Context: an optimization exercise on an open-source flow, tuned for small area, a short achievable clock period and few clock cycles per item. The choices shown serve that exercise and are no tape-out recipe. The RTL was checked by simulation tests, not by an equivalence proof against the original design. No activity file was given, so power comes from the tool's default toggle rates.

==> flow/design.v <==
`default_nettype none
package feeder_pkg;
    typedef logic [31:0]  bus_addr_t;
    typedef logic [31:0]  bus_data_t;
    typedef logic [15:0]  word_t;
    typedef logic [511:0] line_t;
    typedef logic [4:0]   word_idx_t;
    typedef logic [14:0]  len_t;
    typedef logic [14:0]  sram_idx_t;
    typedef logic [7:0]   opcode_t;
    localparam opcode_t OP_LOAD_INPUT  = 8'd9;
    localparam opcode_t OP_LOAD_WEIGHT = 8'd10;
    localparam bus_addr_t REG_DRAM_ADDR = 32'h0000_2024;
    localparam bus_addr_t REG_DRAM_LEN  = 32'h0000_2028;
    localparam bus_addr_t REG_XFER      = 32'h0000_2030;
    localparam bus_addr_t REG_SRAM_IDX  = 32'h0000_2034;
    localparam bus_addr_t REG_DATA_TYPE = 32'h0000_2038;
    localparam bus_addr_t REG_BUSY      = 32'h0000_0020;
    localparam int unsigned LINE_BYTES = 64;
    typedef struct packed {
        len_t      len;
        sram_idx_t sram_idx;
        logic      weight;
    } xfer_cfg_t;
    typedef struct packed {
        logic      valid;
        opcode_t   opcode;
        word_t     data;
        sram_idx_t idx;
    } load_cmd_t;
endpackage
`default_nettype wire
`default_nettype none
module feeder_regs #(
    parameter feeder_pkg::bus_addr_t BUS_BASE = 32'hC400_0000
) (
    input  logic                  clk_i,
    input  logic                  rst_i,
    input  logic                  host_strobe_i,
    input  logic                  host_rw_i,
    input  feeder_pkg::bus_addr_t host_addr_i,
    input  feeder_pkg::bus_data_t host_wdata_i,
    output logic                  host_ready_o,
    output feeder_pkg::bus_data_t host_rdata_o,
    input  logic                  busy_i,
    output feeder_pkg::xfer_cfg_t cfg_o,
    output logic                  addr_we_o,
    output logic                  start_o
);
    localparam feeder_pkg::bus_addr_t ADDR_DRAM_ADDR = BUS_BASE + feeder_pkg::REG_DRAM_ADDR;
    localparam feeder_pkg::bus_addr_t ADDR_DRAM_LEN  = BUS_BASE + feeder_pkg::REG_DRAM_LEN;
    localparam feeder_pkg::bus_addr_t ADDR_XFER      = BUS_BASE + feeder_pkg::REG_XFER;
    localparam feeder_pkg::bus_addr_t ADDR_SRAM_IDX  = BUS_BASE + feeder_pkg::REG_SRAM_IDX;
    localparam feeder_pkg::bus_addr_t ADDR_DATA_TYPE = BUS_BASE + feeder_pkg::REG_DATA_TYPE;
    localparam feeder_pkg::bus_addr_t ADDR_BUSY      = BUS_BASE + feeder_pkg::REG_BUSY;
    logic wr_en;
    logic rd_en;
    logic busy_q;
    logic idx_set_q;
    feeder_pkg::sram_idx_t idx_q;
    assign wr_en     = host_strobe_i && host_rw_i;
    assign rd_en     = host_strobe_i && !host_rw_i;
    assign addr_we_o = wr_en && (host_addr_i == ADDR_DRAM_ADDR);
    always_ff @(posedge clk_i) begin
        if (rst_i) begin
            start_o <= 1'b0;
        end else begin
            start_o <= wr_en && (host_addr_i == ADDR_XFER);
        end
    end
    always_ff @(posedge clk_i) begin
        if (rst_i) begin
            cfg_o.weight <= 1'b0;
            idx_set_q    <= 1'b0;
        end else if (wr_en) begin
            if (host_addr_i == ADDR_DATA_TYPE) begin
                cfg_o.weight <= host_wdata_i[0];
            end
            if (host_addr_i == ADDR_SRAM_IDX) begin
                idx_set_q <= 1'b1;
            end
        end
    end
    always_ff @(posedge clk_i) begin
        if (wr_en && (host_addr_i == ADDR_SRAM_IDX)) begin
            idx_q <= feeder_pkg::sram_idx_t'(host_wdata_i);
        end
    end
    assign cfg_o.sram_idx = idx_q & {15{idx_set_q}};
    always_ff @(posedge clk_i) begin
        if (wr_en && (host_addr_i == ADDR_DRAM_LEN)) begin
            cfg_o.len <= feeder_pkg::len_t'(host_wdata_i);
        end
    end
    always_ff @(posedge clk_i) begin
        if (rst_i) begin
            host_ready_o <= 1'b0;
        end else begin
            host_ready_o <= host_strobe_i;
        end
    end
    always_ff @(posedge clk_i) begin
        if (rst_i) begin
            busy_q <= 1'b0;
        end else if (rd_en && (host_addr_i == ADDR_BUSY)) begin
            busy_q <= busy_i || start_o;
        end
    end
    assign host_rdata_o = feeder_pkg::bus_data_t'(busy_q);
endmodule
`default_nettype wire
`default_nettype none
module dram_read_req (
    input  logic                  clk_i,
    input  logic                  rst_i,
    input  logic                  addr_we_i,
    input  feeder_pkg::bus_data_t wdata_i,
    input  logic                  start_i,
    input  feeder_pkg::xfer_cfg_t cfg_i,
    output feeder_pkg::word_idx_t first_word_o,
    input  logic                  fifo_addr_full_i,
    input  logic                  fifo_rw_full_i,
    output logic                  dram_addr_valid_o,
    output feeder_pkg::bus_addr_t dram_addr_o,
    output logic                  busy_o
);
    logic [30:0] addr_q;
    logic        active_q;    
    logic        rewind_q;    
    logic        valid_q;     
    logic        first_q;     
    logic [9:0]  full_q;
    logic [1:0]  part_q;
    logic [5:0]  part_words;
    logic [1:0]  part_lines;
    logic        full_zero;
    logic        last_step;
    logic        step;
    logic        fifo_ready;
    logic [25:0] line_next;
    assign part_words = 6'(cfg_i.len[4:0]) + 6'(addr_q[4:0]);
    assign part_lines = (part_words == 6'd0)  ? 2'd0 :
                        (part_words <= 6'd32) ? 2'd1 : 2'd2;
    assign full_zero  = (full_q == '0);
    assign last_step  = full_zero ? (part_q == 2'd1) : ((full_q == 10'd1) && (part_q == 2'd0));
    assign step       = valid_q || rewind_q;
    assign fifo_ready = !fifo_addr_full_i && !fifo_rw_full_i;
    always_comb begin
        logic carry;
        carry = 1'b1;
        for (int i = 0; i < 26; i++) begin
            line_next[i] = addr_q[5 + i] ^ carry;
            carry        = carry & (addr_q[5 + i] ^ rewind_q);
        end
    end
    always_ff @(posedge clk_i) begin
        if (rst_i) begin
            active_q <= 1'b0;
            rewind_q <= 1'b0;
            valid_q  <= 1'b0;
        end else if (start_i) begin
            active_q <= 1'b1;
            valid_q  <= fifo_ready;
        end else if (valid_q) begin
            valid_q <= 1'b0;
            if (last_step) begin
                active_q <= 1'b0;
                rewind_q <= 1'b1;
            end
        end else if (rewind_q) begin
            if (last_step) begin
                rewind_q <= 1'b0;
            end
        end else begin
            valid_q <= active_q && fifo_ready;
        end
    end
    always_ff @(posedge clk_i) begin
        if (rst_i) begin
            addr_q <= '0;
        end else if (addr_we_i) begin
            addr_q <= wdata_i[31:1];
        end else if (step) begin
            addr_q[30:5] <= line_next;
        end
    end
    always_ff @(posedge clk_i) begin
        if (start_i || (valid_q && last_step)) begin
            full_q <= cfg_i.len[14:5];
            part_q <= part_lines;
        end else if (step) begin
            if (full_zero) begin
                part_q <= part_q - 1'b1;
            end else begin
                full_q <= full_q - 1'b1;
            end
        end
    end
    always_ff @(posedge clk_i) begin
        if (start_i) begin
            first_q <= 1'b1;
        end else if (valid_q) begin
            first_q <= 1'b0;
        end
    end
    assign dram_addr_valid_o = valid_q;
    assign dram_addr_o       = {addr_q[30:5], addr_q[4:0] & {5{first_q}}, 1'b0};
    assign first_word_o      = addr_q[4:0];
    assign busy_o            = active_q || rewind_q;
endmodule
`default_nettype wire
`default_nettype none
module gemm_load_feeder (
    input  logic                  clk_i,
    input  logic                  rst_i,
    input  logic                  start_i,
    input  feeder_pkg::xfer_cfg_t cfg_i,
    input  feeder_pkg::word_idx_t first_word_i,
    input  logic                  fifo_data_empty_i,
    input  feeder_pkg::line_t     dram_line_i,
    output logic                  fifo_data_rd_en_o,
    output feeder_pkg::load_cmd_t load_cmd_o,
    output logic                  busy_o
);
    feeder_pkg::sram_idx_t idx_q;
    logic                  active_q;    
    logic [3:0]            ptr_lo_q;    
    logic [7:0]            ptr_hi_q;    
    feeder_pkg::len_t      left_q;      
    logic                  pop_q;       
    logic                  pop_only_q;  
    logic                  valid_q;
    feeder_pkg::word_t     data_q;
    logic                  take;
    logic                  last_word;
    logic                  next_last;
    logic                  at_30;
    logic                  at_31;
    feeder_pkg::word_t     word;
    assign take      = active_q && !fifo_data_empty_i && !pop_only_q;
    assign last_word = (left_q == 15'd1);
    assign at_30     = ptr_hi_q[7] && ptr_lo_q[2];
    assign at_31     = ptr_hi_q[7] && ptr_lo_q[3];
    assign next_last = (left_q == 15'd2) || at_30;
    always_ff @(posedge clk_i) begin
        if (rst_i) begin
            active_q   <= 1'b0;
            pop_q      <= 1'b0;
            pop_only_q <= 1'b0;
            valid_q    <= 1'b0;
        end else begin
            valid_q    <= take;
            pop_only_q <= 1'b0;
            if (start_i) begin
                active_q <= 1'b1;
                pop_q    <= 1'b0;
            end else if (take) begin
                if (last_word) begin
                    active_q <= 1'b0;
                end
                if (pop_q) begin
                    pop_q <= 1'b0;
                end else if (at_31 || last_word) begin
                    pop_q      <= 1'b1;
                    pop_only_q <= 1'b1;
                end else begin
                    pop_q <= next_last;
                end
            end else if (pop_only_q) begin
                pop_q <= 1'b0;
            end
        end
    end
    always_ff @(posedge clk_i) begin
        if (start_i) begin
            ptr_lo_q <= 4'(1) << first_word_i[1:0];
            ptr_hi_q <= 8'(1) << first_word_i[4:2];
            left_q   <= cfg_i.len;
        end else if (take) begin
            ptr_lo_q <= {ptr_lo_q[2:0], ptr_lo_q[3]};
            if (ptr_lo_q[3]) begin
                ptr_hi_q <= {ptr_hi_q[6:0], ptr_hi_q[7]};
            end
            left_q   <= left_q - 1'b1;
        end
    end
    always_ff @(posedge clk_i) begin
        if (start_i) begin
            idx_q <= cfg_i.sram_idx;
        end else if (valid_q) begin
            idx_q <= idx_q + 1'b1;
        end
    end
    always_comb begin
        word = '0;
        for (int k = 0; k < 32; k++) begin
            word = word | (dram_line_i[16*k +: 16] & {16{ptr_lo_q[k % 4] & ptr_hi_q[k / 4]}});
        end
    end
    always_ff @(posedge clk_i) begin
        data_q <= word;
    end
    assign load_cmd_o.valid  = valid_q;
    assign load_cmd_o.opcode = cfg_i.weight ? feeder_pkg::OP_LOAD_WEIGHT
                                            : feeder_pkg::OP_LOAD_INPUT;
    assign load_cmd_o.data   = data_q;
    assign load_cmd_o.idx    = idx_q;
    assign fifo_data_rd_en_o = pop_q;
    assign busy_o            = active_q;
endmodule
`default_nettype wire
`default_nettype none
module data_feeder_top #(
    parameter feeder_pkg::bus_addr_t BUS_BASE = 32'hC400_0000
) (
    input  logic                  clk_i,
    input  logic                  rst_i,
    input  logic                  host_strobe_i,
    input  logic                  host_rw_i,
    input  feeder_pkg::bus_addr_t host_addr_i,
    input  feeder_pkg::bus_data_t host_wdata_i,
    output logic                  host_ready_o,
    output feeder_pkg::bus_data_t host_rdata_o,
    input  logic                  fifo_addr_full_i,
    input  logic                  fifo_rw_full_i,
    input  logic                  fifo_data_empty_i,
    input  feeder_pkg::line_t     dram_line_i,
    output logic                  dram_addr_valid_o,
    output feeder_pkg::bus_addr_t dram_addr_o,
    output logic                  fifo_data_rd_en_o,
    output feeder_pkg::load_cmd_t load_cmd_o
);
    feeder_pkg::xfer_cfg_t xfer_cfg;
    logic                  xfer_start;
    logic                  addr_we;
    feeder_pkg::word_idx_t first_word;
    logic                  req_busy;
    logic                  load_busy;
    feeder_regs #(
        .BUS_BASE (BUS_BASE)
    ) feeder_regs_inst (
        .clk_i         (clk_i),
        .rst_i         (rst_i),
        .host_strobe_i (host_strobe_i),
        .host_rw_i     (host_rw_i),
        .host_addr_i   (host_addr_i),
        .host_wdata_i  (host_wdata_i),
        .host_ready_o  (host_ready_o),
        .host_rdata_o  (host_rdata_o),
        .busy_i        (req_busy || load_busy),
        .cfg_o         (xfer_cfg),
        .addr_we_o     (addr_we),
        .start_o       (xfer_start)
    );
    dram_read_req dram_read_req_inst (
        .clk_i             (clk_i),
        .rst_i             (rst_i),
        .addr_we_i         (addr_we),
        .wdata_i           (host_wdata_i),
        .start_i           (xfer_start),
        .cfg_i             (xfer_cfg),
        .first_word_o      (first_word),
        .fifo_addr_full_i  (fifo_addr_full_i),
        .fifo_rw_full_i    (fifo_rw_full_i),
        .dram_addr_valid_o (dram_addr_valid_o),
        .dram_addr_o       (dram_addr_o),
        .busy_o            (req_busy)
    );
    gemm_load_feeder gemm_load_feeder_inst (
        .clk_i             (clk_i),
        .rst_i             (rst_i),
        .start_i           (xfer_start),
        .cfg_i             (xfer_cfg),
        .first_word_i      (first_word),
        .fifo_data_empty_i (fifo_data_empty_i),
        .dram_line_i       (dram_line_i),
        .fifo_data_rd_en_o (fifo_data_rd_en_o),
        .load_cmd_o        (load_cmd_o),
        .busy_o            (load_busy)
    );
endmodule
`default_nettype wire
==> flow/flow/run.sh <==
#!/bin/bash
# Standard ORFS layout, with the port buffers made of the smallest buffer cell.
set -euo pipefail
export BUFFER_PORTS_ARGS="-buffer_cell sky130_fd_sc_hd__buf_1"
bash standard.sh finish > standard.log 2>&1
==> flow/standard.sh <==
#!/bin/bash
# synth_recipe.tcl (not shown) runs the flow's synth.tcl, then flattens the netlist and writes it again
# the make line also repeats each setting of config.mk as NAME=value (left out here)
make -C /OpenROAD-flow-scripts/flow DESIGN_CONFIG=/design/flow/config.mk WORK_HOME=/design/flow/orfs CLKGATE_MAP_FILE= SYNTH_SCRIPT=/design/flow/synth_recipe.tcl "${@:-finish}"
==> flow/config.mk <==
export PLATFORM = sky130hd
export DESIGN_NAME = data_feeder_top
export DESIGN_NICKNAME = data_feeder_top
export VERILOG_FILES = /design/flow/design.v
export SDC_FILE = /design/flow/constraint.sdc
export NUM_CORES = 4
export LEC_CHECK = 0
export ABC_CLOCK_PERIOD_IN_PS = 2500
export CAP_MARGIN = 20
export CORE_AREA = 5 5 235 235
export CTS_BUF_LIST = sky130_fd_sc_hd__clkbuf_4 sky130_fd_sc_hd__clkbuf_8
export CTS_CLUSTER_DIAMETER = 60
export CTS_CLUSTER_SIZE = 20
export DIE_AREA = 0 0 240 240
export SETUP_SLACK_MARGIN = 2.5
export SLEW_MARGIN = 20
==> flow/constraint.sdc <==
create_clock -name core_clock -period 5.0 [get_ports {clk_i}]
set_input_delay 1.0000 -clock core_clock [delete_from_list [all_inputs] [get_ports {clk_i}]]
set_output_delay 1.0000 -clock core_clock [all_outputs]
set_load 0.01 [all_outputs]
==> results of run 1 <==
## layer usage
layer	vias to the layer above	global-route usage (%)	wire length, um
li1	5806	-	-
met1	6506	30.3	29900
met2	1017	39.7	36300
met3	206	12.6	10700
met4	34	12.5	3540
met5	-	0	235
## path summary, 6_finish.rpt
| path | slack [ns] | startpoint | endpoint |
|---|---|---|---|
| setup / recovery | 2.50 | gemm_load_feeder_inst.ptr_hi_q[1] | gemm_load_feeder_inst.data_q[9] |
| hold / removal | 0.49 | feeder_regs_inst.idx_set_q | feeder_regs_inst.idx_set_q |
| setup reg to reg | 2.50 | gemm_load_feeder_inst.ptr_hi_q[1] | gemm_load_feeder_inst.data_q[9] |
| hold reg to reg | 0.49 | feeder_regs_inst.idx_set_q | feeder_regs_inst.idx_set_q |
## timing repair
item | in CTS | in global routing
setup buffers | 8 | 6
gates cloned | 0 | 3
gates resized for setup | 15 | 15
pin swaps | 2 | 3
setup endpoints to repair | 62 | 34
## cell usage after synthesis (27+ instances only)
cell,instances
sky130_fd_sc_hd__nand3_1,47
sky130_fd_sc_hd__dfxtp_1,60
sky130_fd_sc_hd__o21ai_0,35
sky130_fd_sc_hd__xor2_1,27
sky130_fd_sc_hd__clkbuf_1,70
sky130_fd_sc_hd__a22oi_1,131
sky130_fd_sc_hd__nor2_1,90
sky130_fd_sc_hd__nand2_1,66
sky130_fd_sc_hd__a222oi_1,42
sky130_fd_sc_hd__a21oi_1,57
sky130_fd_sc_hd__edfxtp_1,84
sky130_fd_sc_hd__xnor2_1,40
sky130_fd_sc_hd__buf_4,43
## stage by stage
stage                     worst slack, ns  hold slack (ns)
after floorplan                      2.44            0.451
after global placement               1.78            0.462
after detailed placement             1.71            0.475
after CTS                            2.51            0.484
after global routing                 2.49            0.531
final                                2.50            0.490
## state kept, by name (all words and copies together) (netlist names)
register,cells
dram_read_req_inst.valid_q,1
gemm_load_feeder_inst.ptr_hi_q,8
gemm_load_feeder_inst.idx_q,15
dram_read_req_inst.full_q,10
gemm_load_feeder_inst.left_q,15
dram_read_req_inst.rewind_q,1
gemm_load_feeder_inst.data_q,16
feeder_regs_inst.idx_q,15
feeder_regs_inst.busy_q,1
feeder_regs_inst.host_ready_o,1
feeder_regs_inst.idx_set_q,1
gemm_load_feeder_inst.ptr_lo_q,4
feeder_regs_inst.start_o,1
feeder_regs_inst.cfg_o,16
dram_read_req_inst.first_q,1
dram_read_req_inst.active_q,1
gemm_load_feeder_inst.active_q,1
gemm_load_feeder_inst.pop_only_q,1
gemm_load_feeder_inst.pop_q,1
gemm_load_feeder_inst.valid_q,1
dram_read_req_inst.addr_q,31
dram_read_req_inst.part_q,2
## layout make-up
| cell class | instances | share of cell area [%] |
|---|---|---|
| timing repair buffer | 697 | 20.0 |
| multi-input combinational | 897 | 43.3 |
| antenna | 34 | 0.600 |
| sequential | 144 | 26.3 |
| inverter | 26 | 0.715 |
| tap | 688 | 6.07 |
| clock inverter | 15 | 1.38 |
| clock buffer | 17 | 1.65 |
## where the power goes
group	switching [mW]	internal (mW)	total (mW)
clock network	0.554	0.511	1.06
logic	0.210	0.161	0.371
registers	0.000150	1.24	1.24
## cell families (layout without fill, tap and decap cells)
family          after synthesis  in the layout  share of synthesized area, %
compound gates              416            417                          29.7
buf+inv                     166            755                          7.86
xor+xnor                     67             67                          5.66
simple gates                341            343                          17.1
mux                          18             18                          1.86
flops                       144            144                          35.9
other cells                   2             72                        0.0724
fa+ha+maj                    14             14                          1.76
==> implementation parameters, run 1 <==
Parameter                              Value

Timing
  Slew Limit Headroom ... 36.8%
  Period minus WS final ... 2.50 ns
  Setup Viol. Count Final ... 0
  Final number of max-transition violations ... 0
  Setup skew after layout ... 0.0271 ns
  Unrepaired setup endpoints after global routing ... true
  Highest achievable clock rate ... 0.400 GHz
  Sum of negative setup slack ... 0 ns
  Final Hold Vio Count ... 0
  Fraction of the cycle the final worst path needs ... 50.0%
  Tightest Pin Transition ... 0.949 ns

Route
  Via density per instance ... 5.39
  Number of detailed-routing iterations run before antenna repair ... 7
  DR WL/cell ... 32.0 um
  Vias after detailed routing ... 13600
  Number of DRC violations after detailed routing ... 0
  Number of DRC violations after detailed-routing iteration 0 ... 1660
  Antenna-violating nets left ... 0
  Aggregate routed wire length ... 80700 um

Layout
  Design Area, Final ... 14200 um2
  Fraction of final layout cells sized beyond drive strength 1 ... 6.85%
  Commonest non-fill, non-tap cell in the layout ... sky130_fd_sc_hd__buf_1
  Final Util ... 27.0%
  Storage element area ... 3730 um2
  Fill cell total of the finished layout ... 5805
  Area Growth Syn to Fin ... 36.7%
  Number of non-filler instances in the completed layout ... 2518
  Most frequent cells in the layout ... sky130_fd_sc_hd__buf_1 (650), sky130_fd_sc_hd__a22oi_1 (130), sky130_fd_sc_hd__nor2_1 (87), sky130_fd_sc_hd__edfxtp_1 (84), sky130_fd_sc_hd__nand2_1 (66)
  Combined area of the multi-input logic cells ... 6140 um2
  NumNets Final ... 2380

Clock tree
  Total number of clock tree sinks ... 144
  Max Buffers Root-to-Sink ... 2
  Number of buffers added by the clock tree synthesis step ... 17
  Quantity of hold-fixing buffers added after cts ... 0
  CTS H-Tree Depth ... 4
  Source-to-sink clock delay at the later pin of the worst-skew pair ... 0.50 ns
  Buffer cell driving the clock tree root ... sky130_fd_sc_hd__clkbuf_8
  Clock tree from TritonCTS ... yes
  Clk slew on worst S/H paths ... 0.11 ns

Yosys
  Fraction of the yosys area taken by sequential cells ... 35.9%
  Number of cells produced by synthesis ... 1168
  Cell taking the most area after synthesis ... sky130_fd_sc_hd__edfxtp_1
  Post-synthesis register bit count ... 144
  Share of synthesized flip-flops with an asynchronous set or reset ... 0%
  Post-synth EDFFs ... 84
  Post-Synthesis Cell Area ... 10400 um2
  Average size of a mapped cell ... 8.88 um2
  Yosys synthesis warning count ... 4
  Flip-flop cell with the highest count after synthesis ... sky130_fd_sc_hd__edfxtp_1
  Count of different cell masters after synthesis ... 74
  Top-area cell type share of the netlist area ... 24.3%
  Top post-synthesis cells by area ... sky130_fd_sc_hd__edfxtp_1 (24%), sky130_fd_sc_hd__dfxtp_1 (12%), sky130_fd_sc_hd__a22oi_1 (9.5%), sky130_fd_sc_hd__a222oi_1 (4.1%), sky130_fd_sc_hd__xnor2_1 (3.4%)

Critical path
  Critical path class ... flip-flop to flip-flop
  Slowest cell on the critical path ... sky130_fd_sc_hd__a222oi_1
  Count of cell instances traversed by the critical path ... 4
  Delay of the slowest cell on the worst path ... 0.90 ns
  Crit-path leading delay family ... compound AO/OA/AOI/OAI gates
  Setup crit end kind ... flip-flop
  Critical-path cell list ... buf_4 -> a222oi_1 -> a31oi_1 -> or4_1
  Data arrival at the endpoint of the critical path ... 2.89 ns
  Path depth of the worst reg2reg path ... 4
  Startpoint class of the critical path ... flip-flop
  Req. time, crit path ... 5.38 ns
  Count of buffer and inverter cells on the critical path ... 1
  Critical path peak fanout ... 42

Floorplan
  Placeable core area ... 52400 um2
  Die area ... 57600 um2
  Height of the die ... 240 um
  Placement row count ... 84
  Boundary pin count ... 690
  Die width ... 240 um
  Effective utilization at floorplan ... 19.8%

Pwr
  Total power divided by cell area ... 189 nW/um2
  Total chip power ... 2.68 mW
  VDD IR-drop max ... 0.156 mV
  Leakage power ... 4.51 nW

Placement
  GP Congestion ... 1.04
  Placed Instances ... 2435
  DP HPWL ... 65600 um
  Standard cell area after detailed placement ... 13400 um2
  Count of input and output buffers ... 651

Global routing
  Number of antenna violations at the first check in global routing ... 64
  Largest net degree at the start of global routing ... 54
  Final global-route overflow total ... 0
  Via count of the first global-routing pass ... 13100
  Global-route wire length before repair ... 104000 um
  Total routing resource utilization after global routing ... 25.9%

Run status
  Result of the run ... complete, no violations

Hold path
  Number of cells on the worst hold path ... 1
  Class of the tightest hold or removal check ... flip-flop to flip-flop

Flow run
  Max-cap check violation count ... 0
Testbench counts, summed over its fixed seeds: cycles 185,016, words 174,743.
==> run 2, diff against run 1 <==
--- a/flow/config.mk
+++ b/flow/config.mk
@@ -8,9 +8,10 @@
 export ABC_CLOCK_PERIOD_IN_PS = 2500
 export CAP_MARGIN = 20
 export CORE_AREA = 5 5 235 235
-export CTS_BUF_LIST = sky130_fd_sc_hd__clkbuf_4 sky130_fd_sc_hd__clkbuf_8
-export CTS_CLUSTER_DIAMETER = 60
-export CTS_CLUSTER_SIZE = 20
+export CTS_BUF_LIST = sky130_fd_sc_hd__clkbuf_8 sky130_fd_sc_hd__clkbuf_16
+export CTS_CLUSTER_DIAMETER = 150
+export CTS_CLUSTER_SIZE = 40
 export DIE_AREA = 0 0 240 240
 export SETUP_SLACK_MARGIN = 2.5
 export SLEW_MARGIN = 20
+export TNS_END_PERCENT = 10
==> run 2 against run 1 <==
- register-to-register slack worse by 0.32 ns
- clock skew is 0.0015 ns lower
- fmax is 11% lower
- area after synthesis stayed put
- synthesized cell count stayed put
- worst setup slack worse by 0.32 ns
- combinational power hardly changed
- design area hardly changed
- global-route usage hardly changed
- clock power is 32% higher
- wire length is 1.2% lower
- sequential power hardly changed
- critical path type unchanged
- largest cell class unchanged
==> implementation parameters, run 2 <==
Parameter                              Value

Run status
  Result of the run ... complete, no violations

Route
  Number of detailed-routing iterations run before antenna repair ... 13
  Antenna-violating nets left ... 0
  Vias after detailed routing ... 13500
  DR WL/cell ... 31.8 um
  Number of DRC violations after detailed routing ... 0
  Via density per instance ... 5.38
  Number of DRC violations after detailed-routing iteration 0 ... 1770
  Aggregate routed wire length ... 79800 um

Hold path
  Hold wc startpoint ... feeder_regs_inst.idx_set_q
  Class of the tightest hold or removal check ... flip-flop to flip-flop
  Number of cells on the worst hold path ... 1
  Endpoint with the worst hold slack ... feeder_regs_inst.idx_set_q

Global routing
  Total routing resource utilization after global routing ... 25.9%
  Number of antenna violations at the first check in global routing ... 63
  Largest net degree at the start of global routing ... 54
  Via count of the first global-routing pass ... 13100
  Global-route wire length before repair ... 104000 um
  Final global-route overflow total ... 0

Layout
  Number of flip-flops under the largest register name ... 31
  Area Growth Syn to Fin ... 36.6%
  Largest register by flop count ... dram_read_req_inst.addr_q
  Design Area, Final ... 14200 um2
  Most frequent cells in the layout ... sky130_fd_sc_hd__buf_1 (650), sky130_fd_sc_hd__a22oi_1 (131), sky130_fd_sc_hd__nor2_1 (89), sky130_fd_sc_hd__edfxtp_1 (84), sky130_fd_sc_hd__nand2_1 (66)
  Fraction of final layout cells sized beyond drive strength 1 ... 5.33%
  Commonest non-fill, non-tap cell in the layout ... sky130_fd_sc_hd__buf_1
  NumNets Final ... 2366
  Registers with the highest flip-flop counts ... dram_read_req_inst.addr_q: 31 flops, feeder_regs_inst.cfg_o: 16 flops, gemm_load_feeder_inst.data_q: 16 flops
  Fill cell total of the finished layout ... 5803

Critical path
  Critical path class ... flip-flop to flip-flop
  Count of buffer and inverter cells on the critical path ... 1
  Req. time, crit path ... 5.29 ns
  Endpoint of the most critical register-to-register path ... gemm_load_feeder_inst.data_q[1]
  Minimum setup slack among reg-to-reg paths ... 2.17 ns
  Startpoint of the lowest-slack register-to-register path ... gemm_load_feeder_inst.ptr_hi_q[2]
  Path depth of the worst reg2reg path ... 5
  Data arrival at the endpoint of the critical path ... 3.12 ns
  Slowest cell on the critical path ... sky130_fd_sc_hd__nor4_1
  Count of cell instances traversed by the critical path ... 5
  Critical-path cell list ... buf_4 -> a222oi_1 -> o22ai_1 -> nor4_1 -> nand2_1
  Startpoint class of the critical path ... flip-flop
  Delay of the slowest cell on the worst path ... 0.92 ns
  Setup crit end kind ... flip-flop
  Critical path peak fanout ... 29
  Crit-path leading delay family ... simple AND/OR/NAND/NOR gates

Pwr
  Combinational share of power ... 12.2%
  Leakage power ... 4.53 nW
  VDD IR-drop max ... 0.194 mV
  Part of the power in registers ... 41.3%
  Total power divided by cell area ... 213 nW/um2
  Switching share of power ... 26.8%
  Power spent charging and discharging nets ... 0.808 mW
  Clock share of power ... 46.5%
  Internal ... 2.21 mW

Clock tree
  Total number of clock tree sinks ... 144
  Number of buffers added by the clock tree synthesis step ... 17
  Source-to-sink clock delay at the later pin of the worst-skew pair ... 0.46 ns
  Buffer cell driving the clock tree root ... sky130_fd_sc_hd__clkbuf_16
  Clock tree from TritonCTS ... yes
  Clk slew on worst S/H paths ... 0.08 ns
  Max Buffers Root-to-Sink ... 2
  CTS H-Tree Depth ... 4

Timing
  Highest achievable clock rate ... 0.354 GHz
  Final number of max-transition violations ... 0
  Fraction of the cycle the final worst path needs ... 56.5%
  Period minus WS final ... 2.83 ns
  Unrepaired setup endpoints after global routing ... true
  Sum of negative setup slack ... 0 ns
  Setup skew after layout ... 0.0256 ns
  Setup Viol. Count Final ... 0
  Tightest Pin Transition ... 1.07 ns
  Final Hold Vio Count ... 0
  Slew Limit Headroom ... 28.2%

Placement
  Standard cell area after detailed placement ... 13400 um2
  Count of input and output buffers ... 651
  DP HPWL ... 65600 um
  GP Congestion ... 1.04

Floorplan
  Die area ... 57600 um2
  Die width ... 240 um
  Boundary pin count ... 690
  Effective utilization at floorplan ... 19.8%
  Placeable core area ... 52400 um2
  Height of the die ... 240 um
  Placement row count ... 84

Yosys
  Fraction of the yosys area taken by sequential cells ... 35.9%
  Post-Synthesis Cell Area ... 10400 um2
  Leading cell type by number of instances after synthesis ... sky130_fd_sc_hd__a22oi_1
  Top cells by instance count after synthesis ... sky130_fd_sc_hd__a22oi_1 (131), sky130_fd_sc_hd__nor2_1 (90), sky130_fd_sc_hd__edfxtp_1 (84), sky130_fd_sc_hd__clkbuf_1 (70), sky130_fd_sc_hd__nand2_1 (66)
  Count of different cell masters after synthesis ... 74
  Number of cells produced by synthesis ... 1168
  Cell taking the most area after synthesis ... sky130_fd_sc_hd__edfxtp_1
  Yosys synthesis warning count ... 4
  Post-synth EDFFs ... 84
  Top-area cell type share of the netlist area ... 24.3%
  Share of synthesized flip-flops with an asynchronous set or reset ... 0%
  Average size of a mapped cell ... 8.88 um2
  Post-synthesis register bit count ... 144
  Top post-synthesis cells by area ... sky130_fd_sc_hd__edfxtp_1 (24%), sky130_fd_sc_hd__dfxtp_1 (12%), sky130_fd_sc_hd__a22oi_1 (9.5%), sky130_fd_sc_hd__a222oi_1 (4.1%), sky130_fd_sc_hd__xnor2_1 (3.4%)
  Flip-flop cell with the highest count after synthesis ... sky130_fd_sc_hd__edfxtp_1

Flow run
  Max-cap check violation count ... 0
[run 2: logic make-up (layout without fill, tap and decap cells)]
logic type	Yosys count	after routing	share of synthesized area [%]
AOI/OAI and AO/OA	416	416	29.7
xor gates and xnor gates	67	67	5.66
adders and majority gates	14	14	1.76
buffers and inverters	166	744	7.86
DFF	144	144	35.9
muxes	18	18	1.86
other	2	73	0.0724
and+or+nand+nor	341	341	17.1
[run 2: worst register-to-register path, stage by stage (launching register included)]
cell                       delay, ns
sky130_fd_sc_hd__edfxtp_1       0.71
sky130_fd_sc_hd__buf_4          0.40
sky130_fd_sc_hd__a222oi_1       0.38
sky130_fd_sc_hd__o22ai_1        0.14
sky130_fd_sc_hd__nor4_1         0.92
sky130_fd_sc_hd__nand2_1        0.12
[run 2: how the worst max path moves through the flow]
stage                                      start                          endpoint  slack [ns]
2_1_floorplan                    host_addr_i[10]         feeder_regs_inst.idx_q[0]        2.44
3_3_place_gp                     host_addr_i[10]     dram_read_req_inst.addr_q[27]        1.78
3_5_place_dp                     host_addr_i[10]      dram_read_req_inst.addr_q[4]        1.71
4_1_cts        gemm_load_feeder_inst.ptr_hi_q[7]  gemm_load_feeder_inst.data_q[10]        2.29
5_1_grt        gemm_load_feeder_inst.ptr_lo_q[2]   gemm_load_feeder_inst.data_q[4]        2.15
6_report       gemm_load_feeder_inst.ptr_hi_q[2]   gemm_load_feeder_inst.data_q[1]        2.17
[run 2: layout make-up]
| cell class | count | area (um2) | share of cell area [%] |
|---|---|---|---|
| Clock buffer | 17 | 425 | 3.00 |
| Timing Repair Buffer | 686 | 2720 | 19.2 |
| Tap cell | 688 | 861 | 6.08 |
| Antenna cell | 35 | 87.6 | 0.618 |
| Clock inverter | 15 | 195 | 1.38 |
| Inverter | 26 | 101 | 0.715 |
| Sequential cell | 144 | 3720 | 26.3 |
| Multi-Input combinational cell | 894 | 6050 | 42.7 |
[run 2: routing by layer]
metal | part of all wire [%] | up-vias | track usage [%]
li1 | - | 5775 | -
met1 | 37 | 6485 | 30.0
met2 | 45 | 981 | 39.8
met3 | 13 | 188 | 13.1
met4 | 3.9 | 40 | 12.0
met5 | 0.30 | - | 0
[run 2: power groups by stage]
stage          Combinational [mW]  Clock (mW)  Sequential [mW]
2_1_floorplan               0.123           0             1.27
3_3_place_gp                0.358           0             1.27
3_5_place_dp                0.357           0             1.27
4_1_cts                     0.360        1.45             1.24
5_1_grt                     0.389        1.49             1.24
6_report                    0.369        1.40             1.24
[run 2: metrics by stage]
step           hold slack, ns  power (mW)  cells  util [%]  setup WS [ns]
6_report                0.484        3.02   2505      27.0           2.17
3_3_place_gp            0.462        1.63   2435      25.6           1.78
2_1_floorplan           0.451        1.39   1204         -           2.44
5_1_grt                 0.523        3.12   2487      26.9           2.15
3_5_place_dp            0.475        1.63   2435      25.6           1.71
4_1_cts                 0.487        3.05   2469      26.8           2.29
[run 2: repair_timing]
action | 4_1_cts | 5_1_grt
gates resized for setup | 6 | 0
setup endpoints to repair | 63 | 72
pin swaps | 0 | 1
setup buffers | 2 | 1
hold buffers | 0 | 0
==> run 3, diff against run 2 <==
--- a/flow/config.mk
+++ b/flow/config.mk
@@ -14,4 +14,3 @@
 export DIE_AREA = 0 0 240 240
 export SETUP_SLACK_MARGIN = 2.5
 export SLEW_MARGIN = 20
-export TNS_END_PERCENT = 10
==> run 3 against run 2 <==
- clock-buffer cell count unchanged
- clock skew up 0.0015 ns
- clock power about the same
- die area unchanged
- final cell count up 0.28%
- register-to-register slack better by 0.33 ns
- area after synthesis unchanged
- non-clock buffer count up 7
- sequential power about the same
- worst hold slack about the same
- critical path type unchanged
==> implementation parameters, run 3 <==
Parameter                              Value

Pwr
  VDD IR-drop max ... 0.192 mV
  Combinational share of power ... 12.3%
  Internal ... 2.21 mW
  Part of the power in registers ... 41.2%
  Total chip power ... 3.02 mW
  Switching share of power ... 26.9%
  Total power divided by cell area ... 211 nW/um2
  Leakage power ... 4.58 nW
  Clock share of power ... 46.5%
  Power spent charging and discharging nets ... 0.811 mW

Timing
  Highest achievable clock rate ... 0.401 GHz
  Slew Limit Headroom ... 37.3%
  Tightest Pin Transition ... 0.940 ns
  Setup Viol. Count Final ... 0
  Final Hold Vio Count ... 0
  Sum of negative setup slack ... 0 ns
  Fraction of the cycle the final worst path needs ... 49.9%
  Final setup slack of the worst path ... 2.51 ns
  Period minus WS final ... 2.49 ns
  Unrepaired setup endpoints after global routing ... true
  Final number of max-transition violations ... 0
  Setup skew after layout ... 0.0271 ns

Global routing
  Final global-route overflow total ... 0
  Total routing resource utilization after global routing ... 26.0%
  Largest net degree at the start of global routing ... 54
  Number of antenna violations at the first check in global routing ... 66
  Via count of the first global-routing pass ... 13100
  Global-route wire length before repair ... 104000 um

Critical path
  Startpoint class of the critical path ... flip-flop
  Req. time, crit path ... 5.33 ns
  Critical path class ... flip-flop to flip-flop
  Critical-path cell list ... buf_6 -> and2_4 -> a32o_1 -> a221o_1 -> or4_1 -> or4_1
  Minimum setup slack among reg-to-reg paths ... 2.51 ns
  Dominant cell type by count on the critical path ... sky130_fd_sc_hd__or4_1
  Endpoint of the most critical register-to-register path ... gemm_load_feeder_inst.data_q[10]
  Slowest cell on the critical path ... sky130_fd_sc_hd__edfxtp_1
  Critical path launch point ... gemm_load_feeder_inst.ptr_hi_q[7]
  Data arrival at the endpoint of the critical path ... 2.83 ns
  Capturing element of the worst setup path ... gemm_load_feeder_inst.data_q[10]
  Critical path peak fanout ... 30
  Crit-path leading delay family ... simple AND/OR/NAND/NOR gates
  Count of buffer and inverter cells on the critical path ... 1
  Startpoint of the lowest-slack register-to-register path ... gemm_load_feeder_inst.ptr_hi_q[7]
  Delay of the slowest cell on the worst path ... 0.46 ns
  Path depth of the worst reg2reg path ... 6
  Count of cell instances traversed by the critical path ... 6
  Setup crit end kind ... flip-flop

Run status
  Result of the run ... complete, no violations

Clock tree
  Source-to-sink clock delay at the later pin of the worst-skew pair ... 0.46 ns
  Quantity of hold-fixing buffers added after cts ... 0
  Max Buffers Root-to-Sink ... 2
  Number of buffers added by the clock tree synthesis step ... 17
  Buffer cell driving the clock tree root ... sky130_fd_sc_hd__clkbuf_16
  Total number of clock tree sinks ... 144
  CTS H-Tree Depth ... 4
  Clk slew on worst S/H paths ... 0.08 ns
  Clock tree from TritonCTS ... yes

Layout
  Number of flip-flops under the largest register name ... 31
  Fill cell total of the finished layout ... 5779
  Commonest non-fill, non-tap cell in the layout ... sky130_fd_sc_hd__buf_1
  Most frequent cells in the layout ... sky130_fd_sc_hd__buf_1 (650), sky130_fd_sc_hd__a22oi_1 (130), sky130_fd_sc_hd__nor2_1 (87), sky130_fd_sc_hd__edfxtp_1 (84), sky130_fd_sc_hd__nand2_1 (66)
  Area Growth Syn to Fin ... 38.2%
  Design Area, Final ... 14300 um2
  Largest register by flop count ... dram_read_req_inst.addr_q
  Registers with the highest flip-flop counts ... dram_read_req_inst.addr_q: 31 flops, feeder_regs_inst.cfg_o: 16 flops, gemm_load_feeder_inst.data_q: 16 flops
  NumNets Final ... 2376
  Fraction of final layout cells sized beyond drive strength 1 ... 6.53%

Yosys
  Top-area cell type share of the netlist area ... 24.3%
  Yosys synthesis warning count ... 4
  Number of cells produced by synthesis ... 1168
  Share of synthesized flip-flops with an asynchronous set or reset ... 0%
  Post-synth EDFFs ... 84
  Post-synthesis register bit count ... 144
  Top cells by instance count after synthesis ... sky130_fd_sc_hd__a22oi_1 (131), sky130_fd_sc_hd__nor2_1 (90), sky130_fd_sc_hd__edfxtp_1 (84), sky130_fd_sc_hd__clkbuf_1 (70), sky130_fd_sc_hd__nand2_1 (66)
  Average size of a mapped cell ... 8.88 um2
  Post-Synthesis Cell Area ... 10400 um2
  Flip-flop cell with the highest count after synthesis ... sky130_fd_sc_hd__edfxtp_1
  Count of different cell masters after synthesis ... 74
  Fraction of the yosys area taken by sequential cells ... 35.9%
  Cell taking the most area after synthesis ... sky130_fd_sc_hd__edfxtp_1
  Leading cell type by number of instances after synthesis ... sky130_fd_sc_hd__a22oi_1
  Top post-synthesis cells by area ... sky130_fd_sc_hd__edfxtp_1 (24%), sky130_fd_sc_hd__dfxtp_1 (12%), sky130_fd_sc_hd__a22oi_1 (9.5%), sky130_fd_sc_hd__a222oi_1 (4.1%), sky130_fd_sc_hd__xnor2_1 (3.4%)

Floorplan
  Effective utilization at floorplan ... 19.8%
  Height of the die ... 240 um
  Placeable core area ... 52400 um2
  Die width ... 240 um
  Placement row count ... 84
  Boundary pin count ... 690
  Die area ... 57600 um2

Route
  Number of DRC violations after detailed-routing iteration 0 ... 1640
  DR WL/cell ... 32.2 um
  Number of detailed-routing iterations run before antenna repair ... 8
  Aggregate routed wire length ... 80800 um
  Number of DRC violations after detailed routing ... 0
  Via density per instance ... 5.41
  Vias after detailed routing ... 13600
  Antenna-violating nets left ... 0

Placement
  Count of input and output buffers ... 651
  DP HPWL ... 65600 um
  Pre-CTS setup slack ... 1.71 ns
  GP Congestion ... 1.04
  Standard cell area after detailed placement ... 13400 um2

Hold path
  Class of the tightest hold or removal check ... flip-flop to flip-flop

Flow run
  Max-cap check violation count ... 0
==> run 3: repair_timing <==
item	4_1_cts	5_1_grt
endpoints found under the setup margin	63	45
gates resized for setup	14	14
cloned	0	3
buffers inserted	9	1
pin swaps	2	4
==> run 3: how the worst min path moves through the flow <==
stage / slack, ns / endpoint / cells after the start / start
final: 0.48 / feeder_regs_inst.idx_set_q / 1 / feeder_regs_inst.idx_set_q
after global routing: 0.52 / feeder_regs_inst.idx_set_q / 1 / feeder_regs_inst.idx_set_q
after CTS: 0.49 / gemm_load_feeder_inst.pop_q / 2 / gemm_load_feeder_inst.pop_only_q
after detailed placement: 0.48 / feeder_regs_inst.idx_set_q / 1 / feeder_regs_inst.idx_set_q
after global placement: 0.46 / feeder_regs_inst.idx_set_q / 1 / feeder_regs_inst.idx_set_q
after floorplan: 0.45 / feeder_regs_inst.idx_set_q / 1 / feeder_regs_inst.idx_set_q
==> run 3: cells by family after synthesis <==
group                    after synthesis  synth area share [%]
multiplexers                          18                  1.86
flip-flops                           144                  35.9
AO/OA/AOI/OAI                        416                  29.7
buffers and inverters                166                  7.86
XOR/XNOR                              67                  5.66
other                                  2                0.0724
adder cells (fa/ha/maj)               14                  1.76
AND/OR/NAND/NOR                      341                  17.1
==> run 3: metrics by stage <==
step / utilization, % / hold WS, ns / cells
6_report: 27.3 / 0.484 / 2512
3_3_place_gp: 25.6 / 0.462 / 2435
2_1_floorplan: - / 0.451 / 1204
4_1_cts: 27.0 / 0.487 / 2476
5_1_grt: 27.2 / 0.523 / 2494
3_5_place_dp: 25.6 / 0.475 / 2435
==> run 3: power by group through the flow <==
| stage | registers, mW | logic [mW] | clock network (mW) |
|---|---|---|---|
| after CTS | 1.24 | 0.360 | 1.45 |
| after global placement | 1.27 | 0.358 | 0 |
| after global routing | 1.24 | 0.391 | 1.49 |
| final | 1.24 | 0.372 | 1.40 |
| after detailed placement | 1.27 | 0.357 | 0 |
| after floorplan | 1.27 | 0.123 | 0 |
==> run 3: final cells by class <==
cell class | count | area, um2 | share of cell area, %
Tap cell | 688 | 861 | 6.01
Timing Repair Buffer | 693 | 2800 | 19.5
Clock buffer | 17 | 425 | 2.97
Multi-Input combinational cell | 897 | 6130 | 42.8
Antenna cell | 32 | 80.1 | 0.559
Inverter | 26 | 101 | 0.707
Clock inverter | 15 | 195 | 1.36
Sequential cell | 144 | 3730 | 26.0
==> run 3: routing by layer <==
metal | share of wire (%) | up-vias | global-route usage, %
met2 | 45 | 1065 | 40.4
li1 | - | 5805 | -
met3 | 14 | 196 | 13.1
met1 | 36 | 6488 | 30.3
met5 | 0.31 | - | 0
met4 | 4.5 | 34 | 11.1
==> run 4, diff against run 3 <==
--- a/flow/config.mk
+++ b/flow/config.mk
@@ -6,11 +6,11 @@
 export NUM_CORES = 4
 export LEC_CHECK = 0
 export ABC_CLOCK_PERIOD_IN_PS = 2500
-export CAP_MARGIN = 20
+export CAP_MARGIN = 0
 export CORE_AREA = 5 5 235 235
 export CTS_BUF_LIST = sky130_fd_sc_hd__clkbuf_8 sky130_fd_sc_hd__clkbuf_16
 export CTS_CLUSTER_DIAMETER = 150
 export CTS_CLUSTER_SIZE = 40
 export DIE_AREA = 0 0 240 240
 export SETUP_SLACK_MARGIN = 2.5
-export SLEW_MARGIN = 20
+export SLEW_MARGIN = 0
==> run 4 against run 3 <==
- still clean
- final cell count did not move
- worst setup slack unchanged
- synthesized cell count stayed put
- power unchanged
- clock skew unchanged
- die area stayed put
- non-clock buffer count unchanged
- critical path type unchanged
- largest cell class unchanged
- largest power group unchanged
==> implementation parameters, run 4 <==
Parameter                              Value

Run status
  Result of the run ... complete, no violations

Yosys
  Dominant combinational cell family by area after synthesis ... compound AO/OA/AOI/OAI gates
  Simple logic cell fraction of the synthesized area ... 17.1%
  Average size of a mapped cell ... 8.88 um2
  Post-synth EDFFs ... 84
  Share of synthesized cell area in full adder, half adder and majority cells ... 1.76%
  Flip-flop cell with the highest count after synthesis ... sky130_fd_sc_hd__edfxtp_1
  Share of synthesized flip-flops with an asynchronous set or reset ... 0%
  Top cells by instance count after synthesis ... sky130_fd_sc_hd__a22oi_1 (131), sky130_fd_sc_hd__nor2_1 (90), sky130_fd_sc_hd__edfxtp_1 (84), sky130_fd_sc_hd__clkbuf_1 (70), sky130_fd_sc_hd__nand2_1 (66)
  Leading cell type by number of instances after synthesis ... sky130_fd_sc_hd__a22oi_1
  Top post-synthesis cells by area ... sky130_fd_sc_hd__edfxtp_1 (24%), sky130_fd_sc_hd__dfxtp_1 (12%), sky130_fd_sc_hd__a22oi_1 (9.5%), sky130_fd_sc_hd__a222oi_1 (4.1%), sky130_fd_sc_hd__xnor2_1 (3.4%)
  Yosys synthesis warning count ... 4
  Post-Synth XOR/XNOR Area ... 5.66%
  Post-Synthesis Cell Area ... 10400 um2
  Post-synthesis mux area share ... 1.86%
  Number of cells produced by synthesis ... 1168
  Cell taking the most area after synthesis ... sky130_fd_sc_hd__edfxtp_1
  Top-area cell type share of the netlist area ... 24.3%
  Synth Area in Compound Gates ... 29.7%
  Count of different cell masters after synthesis ... 74
  Fraction of the yosys area taken by sequential cells ... 35.9%
  Post-synthesis register bit count ... 144

Clock tree
  Clk slew on worst S/H paths ... 0.08 ns
  Total number of clock tree sinks ... 144
  Max Buffers Root-to-Sink ... 2
  Source-to-sink clock delay at the later pin of the worst-skew pair ... 0.46 ns
  CTS H-Tree Depth ... 4
  Number of buffers added by the clock tree synthesis step ... 17
  Clock tree from TritonCTS ... yes
  Buffer cell driving the clock tree root ... sky130_fd_sc_hd__clkbuf_16

Layout
  Design Area, Final ... 14300 um2
  Number of non-filler instances in the completed layout ... 2512
  Final Util ... 27.3%
  Fraction of final layout cells sized beyond drive strength 1 ... 6.53%
  Largest register by flop count ... dram_read_req_inst.addr_q
  Number of flip-flops under the largest register name ... 31
  Most frequent cells in the layout ... sky130_fd_sc_hd__buf_1 (650), sky130_fd_sc_hd__a22oi_1 (130), sky130_fd_sc_hd__nor2_1 (87), sky130_fd_sc_hd__edfxtp_1 (84), sky130_fd_sc_hd__nand2_1 (66)
  Combined area of the multi-input logic cells ... 6130 um2
  Fill cell total of the finished layout ... 5779
  Storage element area ... 3730 um2
  NumNets Final ... 2376
  Area Growth Syn to Fin ... 38.2%
  Registers with the highest flip-flop counts ... dram_read_req_inst.addr_q: 31 flops, feeder_regs_inst.cfg_o: 16 flops, gemm_load_feeder_inst.data_q: 16 flops
  Commonest non-fill, non-tap cell in the layout ... sky130_fd_sc_hd__buf_1

Placement
  Count of input and output buffers ... 651
  Placed Instances ... 2435
  Standard cell area after detailed placement ... 13400 um2
  GP Congestion ... 1.04
  DP HPWL ... 65600 um

Floorplan
  Effective utilization at floorplan ... 19.8%
  Die width ... 240 um
  Placeable core area ... 52400 um2
  Die area ... 57600 um2
  Boundary pin count ... 690
  Height of the die ... 240 um
  Placement row count ... 84

Global routing
  Global-route wire length before repair ... 104000 um
  Largest net degree at the start of global routing ... 54
  Final global-route overflow total ... 0
  Via count of the first global-routing pass ... 13100
  Total routing resource utilization after global routing ... 26.0%
  Number of antenna violations at the first check in global routing ... 66

Timing
  Setup skew after layout ... 0.0271 ns
  Fraction of the cycle the final worst path needs ... 49.9%
  Tightest Pin Transition ... 0.940 ns
  Highest achievable clock rate ... 0.401 GHz
  Unrepaired setup endpoints after global routing ... true
  Slew Limit Headroom ... 37.3%
  Final Hold Vio Count ... 0
  Period minus WS final ... 2.49 ns
  Setup Viol. Count Final ... 0
  Sum of negative setup slack ... 0 ns
  Final number of max-transition violations ... 0

Critical path
  Startpoint class of the critical path ... flip-flop
  Critical path peak fanout ... 30
  Setup crit end kind ... flip-flop
  Data arrival at the endpoint of the critical path ... 2.83 ns
  Critical path class ... flip-flop to flip-flop
  Req. time, crit path ... 5.33 ns

Route
  Aggregate routed wire length ... 80800 um
  Number of DRC violations after detailed-routing iteration 0 ... 1640
  Number of DRC violations after detailed routing ... 0
  DR WL/cell ... 32.2 um
  Antenna-violating nets left ... 0
  Via density per instance ... 5.41
  Vias after detailed routing ... 13600
  Number of detailed-routing iterations run before antenna repair ... 8

Hold path
  Class of the tightest hold or removal check ... flip-flop to flip-flop

Flow run
  Max-cap check violation count ... 0

Pwr
  VDD IR-drop max ... 0.192 mV
  Total power divided by cell area ... 211 nW/um2
  Leakage power ... 4.58 nW
run 4: cell counts in the layout (fill, tap and decap cells not counted):
Identical to the previous run, type by type.
run 4: per-stage QoR:
| stage | power (mW) | setup slack [ns] | hold WS (ns) |
|---|---|---|---|
| final | 3.02 | 2.51 | 0.484 |
| after global routing | 3.12 | 2.40 | 0.523 |
| after CTS | 3.05 | 2.29 | 0.487 |
| after detailed placement | 1.63 | 1.71 | 0.475 |
| after global placement | 1.63 | 1.78 | 0.462 |
| after floorplan | 1.39 | 2.44 | 0.451 |
run 4: cell type report:
type | instances | share of cell area (%)
diodes | 32 | 0.559
multi-input cells | 897 | 42.8
flip-flops and latches | 144 | 26.0
well taps | 688 | 6.01
inverters | 26 | 0.707
clock buffers | 17 | 2.97
repair buffers | 693 | 19.5
clock inverters | 15 | 1.36
run 4: final timing paths:
| path | cells past startpoint | slack [ns] | to | startpoint |
|---|---|---|---|---|
| worst max-delay path | 6 | 2.51 | gemm_load_feeder_inst.data_q[10] | gemm_load_feeder_inst.ptr_hi_q[7] |
| worst min-delay path | 1 | 0.48 | feeder_regs_inst.idx_set_q | feeder_regs_inst.idx_set_q |
| worst max register to register | 6 | 2.51 | gemm_load_feeder_inst.data_q[10] | gemm_load_feeder_inst.ptr_hi_q[7] |
| worst min register to register | 1 | 0.48 | feeder_regs_inst.idx_set_q | feeder_regs_inst.idx_set_q |
run 4: cell families after synthesis:
family,count (synthesis)
AOI/OAI and AO/OA,416
and+or+nand+nor,341
buffers and inverters,166
DFF,144
xor gates and xnor gates,67
muxes,18
adders and majority gates,14
other,2
run 4: worst max-delay path, stage by stage (launching register included):
cell and delay, ns:
sky130_fd_sc_hd__edfxtp_1 0.46, sky130_fd_sc_hd__buf_6 0.23, sky130_fd_sc_hd__and2_4 0.26, sky130_fd_sc_hd__a32o_1 0.32
sky130_fd_sc_hd__a221o_1 0.28, sky130_fd_sc_hd__or4_1 0.38, sky130_fd_sc_hd__or4_1 0.42
run 4: timing repair:
item                                    CTS  global route
endpoints found under the hold margin     0             0
gates cloned                              0             3
hold buffers                              0             0
gates resized for setup                  14            14
endpoints found under the setup margin   63            45
buffers inserted                          9             1
pin swaps                                 2             4
run 4: where the power goes:
group | total, mW | internal, mW | switching [mW]
combinational | 0.372 | 0.160 | 0.211
clock | 1.40 | 0.804 | 0.600
sequential | 1.24 | 1.24 | 0.000144
run 4: layer usage:
| metal | global-route usage [%] | up-vias | part of all wire (%) |
|---|---|---|---|
| met5 | 0 | - | 0.31 |
| met4 | 11.1 | 34 | 4.5 |
| met3 | 13.1 | 196 | 14 |
| met2 | 40.4 | 1065 | 45 |
| met1 | 30.3 | 6488 | 36 |
| li1 | - | 5805 | - |
==> run 5, diff against run 4 <==
--- a/flow/design.v
+++ b/flow/design.v
@@ -229,6 +229,7 @@
     feeder_pkg::len_t      left_q;      
     logic                  pop_q;       
     logic                  pop_only_q;  
+    logic                  fresh_q;     
     logic                  valid_q;
     feeder_pkg::word_t     data_q;
     logic                  take;
@@ -276,19 +277,19 @@
             ptr_lo_q <= 4'(1) << first_word_i[1:0];
             ptr_hi_q <= 8'(1) << first_word_i[4:2];
             left_q   <= cfg_i.len;
+            fresh_q  <= 1'b1;
         end else if (take) begin
             ptr_lo_q <= {ptr_lo_q[2:0], ptr_lo_q[3]};
             if (ptr_lo_q[3]) begin
                 ptr_hi_q <= {ptr_hi_q[6:0], ptr_hi_q[7]};
             end
             left_q   <= left_q - 1'b1;
+            fresh_q  <= 1'b0;
         end
     end
     always_ff @(posedge clk_i) begin
-        if (start_i) begin
-            idx_q <= cfg_i.sram_idx;
-        end else if (valid_q) begin
-            idx_q <= idx_q + 1'b1;
+        if (take) begin
+            idx_q <= fresh_q ? cfg_i.sram_idx : feeder_pkg::sram_idx_t'(idx_q + 1'b1);
         end
     end
     always_comb begin
==> flow/flow/run.sh (replaced) <==
#!/bin/bash
# Standard ORFS layout, with the port buffers made of the smallest buffer
# cell and the pins allowed on every routing track, for a smaller die.
set -euo pipefail
export BUFFER_PORTS_ARGS="-buffer_cell sky130_fd_sc_hd__buf_1"
export PLACE_PINS_ARGS="-min_distance 1 -min_distance_in_tracks"
bash standard.sh finish > standard.log 2>&1
==> flow/config.mk (replaced) <==
export PLATFORM = sky130hd
export DESIGN_NAME = data_feeder_top
export DESIGN_NICKNAME = data_feeder_top
export VERILOG_FILES = /design/flow/design.v
export SDC_FILE = /design/flow/constraint.sdc
export NUM_CORES = 4
export LEC_CHECK = 0
export ABC_CLOCK_PERIOD_IN_PS = 2500
export CAP_MARGIN = 20
export CORE_AREA = 5 5 200 200
export DIE_AREA = 0 0 205 205
export SETUP_SLACK_MARGIN = 2.5
export SLEW_MARGIN = 20
==> run 5 against run 4 <==
- the run now fails in global routing (5_1_grt)
- area after synthesis grew 1.6%
- synthesized cell count rose by 2.7%
==> implementation parameters, run 5 <==
Parameter                              Value

Run status
  Result of the run ... did not finish
  Halt Stage ... global routing (5_1_grt)
  Err ... [ERROR GRT-0116] Global routing finished with congestion. Check the congestion regions in the DRC Viewer.

Yosys
  Leading cell type by number of instances after synthesis ... sky130_fd_sc_hd__a22oi_1
  Fraction of the yosys area taken by sequential cells ... 35.5%
  Number of cells produced by synthesis ... 1200
  Simple logic cell fraction of the synthesized area ... 17.1%
  Top-area cell type share of the netlist area ... 23.9%
  Flip-flop cell with the highest count after synthesis ... sky130_fd_sc_hd__edfxtp_1
  Share of synthesized cell area in full adder, half adder and majority cells ... 1.73%
  Yosys synthesis warning count ... 4
  Top cells by instance count after synthesis ... sky130_fd_sc_hd__a22oi_1 (145), sky130_fd_sc_hd__edfxtp_1 (84), sky130_fd_sc_hd__nand2_1 (81), sky130_fd_sc_hd__a21oi_1 (80), sky130_fd_sc_hd__clkbuf_1 (77)
  Dominant combinational cell family by area after synthesis ... compound AO/OA/AOI/OAI gates
  Share of synthesized flip-flops with an asynchronous set or reset ... 0%
  Post-synth EDFFs ... 84
  Top post-synthesis cells by area ... sky130_fd_sc_hd__edfxtp_1 (24%), sky130_fd_sc_hd__dfxtp_1 (12%), sky130_fd_sc_hd__a22oi_1 (10%), sky130_fd_sc_hd__a21oi_1 (3.8%), sky130_fd_sc_hd__a222oi_1 (3.1%)
  Post-Synthesis Cell Area ... 10500 um2
  Post-synthesis mux area share ... 0.879%
  Count of different cell masters after synthesis ... 74
  Post-Synth XOR/XNOR Area ... 4.99%
  Cell taking the most area after synthesis ... sky130_fd_sc_hd__edfxtp_1
  Synth Area in Compound Gates ... 31.4%
  Average size of a mapped cell ... 8.78 um2
  Post-synthesis register bit count ... 145

Clock tree
  Number of buffers added by the clock tree synthesis step ... 17
  Max Buffers Root-to-Sink ... 2
  Quantity of hold-fixing buffers added after cts ... 0
  CTS H-Tree Depth ... 4
  Total number of clock tree sinks ... 145
  Buffer cell driving the clock tree root ... sky130_fd_sc_hd__clkbuf_16

Placement
  DP HPWL ... 45800 um
  GP Congestion ... 1.06
  Count of input and output buffers ... 651
  Pre-CTS setup slack ... 1.44 ns
  Standard cell area after detailed placement ... 13200 um2

Global routing
  Via count of the first global-routing pass ... 13600
  Total routing resource utilization after global routing ... 27.8%
  Final global-route overflow total ... 1
  Global-route wire length before repair ... 86700 um
  Largest net degree at the start of global routing ... 61

Floorplan
  Effective utilization at floorplan ... 28.0%
  Placement row count ... 71
  Die width ... 205 um
  Boundary pin count ... 690
  Height of the die ... 205 um
## run 5: cell types whose count changed after synthesis, sizes merged, moves of 10 or more
cell and change:
a22oi +14, mux2i -10, nor2 -29, a211oi -17
o22ai +10, or4 +11, o31ai +12, nand3 -11
nand2 +15, a21oi +23
## run 5: power groups by stage
| stage | Sequential (mW) | Combinational [mW] | Clock (mW) |
|---|---|---|---|
| after global placement | 1.28 | 0.309 | 0 |
| after detailed placement | 1.28 | 0.310 | 0 |
| after floorplan | 1.28 | 0.127 | 0 |
| after CTS | 1.25 | 0.313 | 1.29 |
## run 5: worst max-delay path by stage
stage,to,slack (ns),depth (start not counted),start
after floorplan,feeder_regs_inst.cfg_o[16],2.17,5,host_addr_i[7]
after global placement,dram_read_req_inst.addr_q[16],1.46,6,host_addr_i[1]
after detailed placement,dram_read_req_inst.addr_q[21],1.44,6,host_addr_i[1]
after CTS,dram_read_req_inst.addr_q[12],2.44,5,host_addr_i[1]
## run 5: cell families after synthesis
| group | count (synthesis) |
|---|---|
| AOI/OAI and AO/OA | 462 |
| DFF | 145 |
| xor gates and xnor gates | 60 |
| other | 2 |
| and+or+nand+nor | 333 |
| adders and majority gates | 14 |
| buffers and inverters | 176 |
| muxes | 8 |
## run 5: layer usage
metal  track usage [%]  GRT overflow
met5              2.02             0
met4              19.5             0
met3              12.5             0
met2              42.5             1
met1              30.6             0
## run 5: repair_timing
item	4_1_cts
gates resized for setup	15
setup buffers	14
pin swaps	4
endpoints found under the setup margin	98
## run 5: through the flow
step           hold WS, ns  cells  power, mW
4_1_cts              0.479   2322       2.86
3_5_place_dp         0.465   2276       1.59
3_3_place_gp         0.444   2276       1.59
2_1_floorplan        0.432   1236       1.41
Testbench counts of run 5, summed over its fixed seeds: cycles 185,016, words 174,743.

## afterwards: timing with drivers on the ports
The results above use ideal ports. As a check the final layouts listed here were re-extracted and re-timed, cells and wires unchanged. Step 1 assumes that a clkbuf_16 drives the clock port and a buf_2 every other input. Step 2 moves the port delays by t, midway between the first and last clock arrival at a register: inputs arrive t later, outputs are due t later. That takes back most of the time a late clock gives input paths. Slacks: ideal / step 1 / step 2; pairs: ideal / step 1.
run | shift t [ns] | setup WS [ns] | worst hold slack (ns) | worst setup path at the end | slew at the worst register clock pin (ns)
run 1 | 0.536 | 2.498 / 2.498 / 2.060 | 0.490 / 0.490 / 0.490 | input to register | 0.11 / 0.11
run 2 | 0.500 | 2.174 / 2.174 / 1.957 | 0.484 / 0.484 / 0.484 | input to register | 0.08 / 0.08
run 3 | 0.496 | 2.507 / 2.507 / 2.070 | 0.484 / 0.484 / 0.484 | input to register | 0.08 / 0.08
run 4 | 0.496 | 2.507 / 2.507 / 2.070 | 0.484 / 0.484 / 0.484 | input to register | 0.08 / 0.08
After both steps every run listed still meets setup and hold. The setup slack of run 1, which loses most, moves by 0.000 ns with the drivers and by -0.438 ns with both steps.
